From an optimization exercise on the open Yosys and OpenROAD flow, aimed at small area and a short achievable clock period; shortcuts taken in it are not production practice. Only simulation tests tie the RTL to the original design; equivalence was not proved. Power is estimated from default activity; no workload was simulated.

// sprite_table_top
module sprite_table_top (
	input  wire        clk,
	input  wire        rst_n,
	input  wire        write,
	input  wire [38:0] wr_req,  
	input  wire [17:0] check,  
	output logic [31:0] read_data,
	output logic        success
);
	localparam int N = 31;  
	wire [4:0] idx = wr_req[38:34];
	wire [1:0] fld = wr_req[33:32];
	wire [8:0] cx  = check[17:9];
	wire [8:0] cy  = check[8:0];
	logic [8:0] ex [1:N];
	logic [8:0] ey [1:N];
	logic [8:0] eo [1:N];
	logic [N:1] valid;
	wire [8:0] dx = wr_req[26:18] & {9{rst_n}};
	wire [8:0] dy = wr_req[17:9]  & {9{rst_n}};
	wire [8:0] doff = wr_req[8:0] & {9{rst_n}};
	always_ff @(posedge clk) begin
		for (int i = 1; i <= N; i++) begin
			if (!rst_n || (write && idx == 5'(i) && fld == 2'd2)) ex[i] <= dx;
			if (!rst_n || (write && idx == 5'(i) && fld == 2'd1)) ey[i] <= dy;
			if (!rst_n || (write && idx == 5'(i) && fld == 2'd0)) eo[i] <= doff;
			valid[i] <= rst_n && (valid[i] || (write && idx == 5'(i) && fld != 2'd3));
		end
	end
	always_ff @(posedge clk) begin
		success <= rst_n && write && idx != 5'd0 && fld != 2'd3;
	end
	wire [3:0] ch   = cy[8:5];
	wire [4:0] cl   = cy[4:0];
	wire       c_hi = (cl >= 5'd19);
	wire [3:0] chm1 = ch - 4'd1;
	wire       chnz = |ch;
	logic [N:1]      hit;
	logic [N:1]      inh;
	logic [N*18-1:0] data;
	wire             lk = rst_n && !write;  
	for (genvar i = 1; i <= N; i++) begin : g_ent
		sprite_hit_detect hit_i (
			.valid(valid[i] && lk),
			.ex   (ex[i]),
			.ey   (ey[i]),
			.cx   (cx),
			.ch   (ch),
			.chm1 (chm1),
			.chnz (chnz),
			.cl   (cl),
			.c_hi (c_hi),
			.hit  (hit[i]),
			.inh  (inh[i])
		);
		assign data[(i-1)*18 +: 18] = {ey[i], eo[i]};
	end
	logic        found;
	logic [17:0] word;
	sprite_priority_sel #(
		.N(N),
		.W(18)
	) priority_sel_i (
		.hit  (hit),
		.data (data),
		.found(found),
		.word (word)
	);
	always_ff @(posedge clk) begin
		read_data <= {5'b0, cx & {9{found}}, word[17:1], word[0] || !found};
	end
endmodule
For scale: roughly 5100 cells after synthesis, about 93 I/O pins.
Settings: LEC_CHECK=0, ABC_AREA=1, CAP_MARGIN=20, CORE_MARGIN=2, CORE_UTILIZATION=70, CTS_BUF_LIST=sky130_fd_sc_hd__clkbuf_8, CTS_CLUSTER_SIZE=20, SETUP_SLACK_MARGIN=4.0, SLEW_MARGIN=20; clock period 7.0 ns.
run.sh (not shown) runs the stock make flow with config.mk's settings and CLKGATE_MAP_FILE= SYNTH_SCRIPT=/design/flow/synth_recipe.tcl, a recipe that flattens the netlist after the stock synthesis.
Rerun with:
--- a/flow/config.mk
+++ b/flow/config.mk
@@ -11 +11 @@
-export CORE_UTILIZATION = 70
+export CORE_UTILIZATION = 60
@@ -14 +14 @@
-export SETUP_SLACK_MARGIN = 4.0
+export SETUP_SLACK_MARGIN = 3.5
What happened:
- first-iteration DRC count went down by a quarter to a third
- wire length went down by a few percent
- worst setup slack gains 0.19 ns
- via count went down by a few percent

Another version of the RTL of sprite_table_top (not shown whole).
Size: ~900 flip-flops.
## sprite_table_top
module sprite_table_top (
	input  wire        clk,
	input  wire        rst_n,
	input  wire        write,
	input  wire [38:0] wr_req,  
	input  wire [17:0] check,  
	output logic [31:0] read_data,
	output logic        success
);
==> flow/config.mk <==
export PLATFORM = sky130hd
export DESIGN_NAME = sprite_table_top
export DESIGN_NICKNAME = sprite_table_top
export VERILOG_FILES = /design/flow/design.v
export SDC_FILE = /design/flow/constraint.sdc
export NUM_CORES = 4
export LEC_CHECK = 0
export ABC_AREA = 1
export CAP_MARGIN = 20
export CORE_MARGIN = 2
export CORE_UTILIZATION = 60
export CTS_BUF_LIST = sky130_fd_sc_hd__clkbuf_8
export CTS_CLUSTER_SIZE = 20
export SETUP_SLACK_MARGIN = 3.5
export SLEW_MARGIN = 20
==> flow/constraint.sdc <==
create_clock -name core_clock -period 7.0 [get_ports {clk}]
set_input_delay 1.4000 -clock core_clock [delete_from_list [all_inputs] [get_ports {clk}]]
set_output_delay 1.4000 -clock core_clock [all_outputs]
set_load 0.01 [all_outputs]
Next try:
--- a/flow/config.mk
+++ b/flow/config.mk
@@ -10,3 +10,3 @@
 export CORE_MARGIN = 2
-export CORE_UTILIZATION = 60
+export CORE_UTILIZATION = 70
 export CTS_BUF_LIST = sky130_fd_sc_hd__clkbuf_8
What happened: Power drops slightly. Clock skew drops by 0.015 ns. Hold slack is better by 0.0034 ns. Clock power drops by a few percent. Via count climbs by a few percent. Global-route usage climbs by 3.8 points.

-- afterwards: timing with drivers on the ports --
In the flow no input, the clock included, has a driving cell. The finished layouts below were timed again as built, in two steps.
Step 1: set_driving_cell puts a clkbuf_16 on clk and a buf_2 on each other input, an assumption about the parent block.
Step 2 also shifts input and output timing later by t, the mid clock arrival at the registers, as if the neighbouring blocks saw the same clock.
Three values: ideal, step 1, step 2; two values: the first two.
run	t (ns)	setup WS [ns]	worst setup path after step 2	worst register clock-pin slew, ns	pins driven straight from the clock port
the first run of note 1	0.888	3.213 / 3.089 / 2.201	input to register	0.08 / 0.08	1
the second run of note 1	0.867	3.401 / 3.442 / 2.575	input to register	0.07 / 0.07	1
the first run of note 2	0.876	3.484 / 3.417 / 2.541	input to register	0.07 / 0.07	1
the second run of note 2	0.885	3.363 / 3.390 / 2.505	input to register	0.07 / 0.07	1
After both steps setup and hold are still met in every run listed. For the first run of note 1, which loses most, drivers alone change the setup slack by -0.124 ns; drivers and shift together by -1.012 ns.
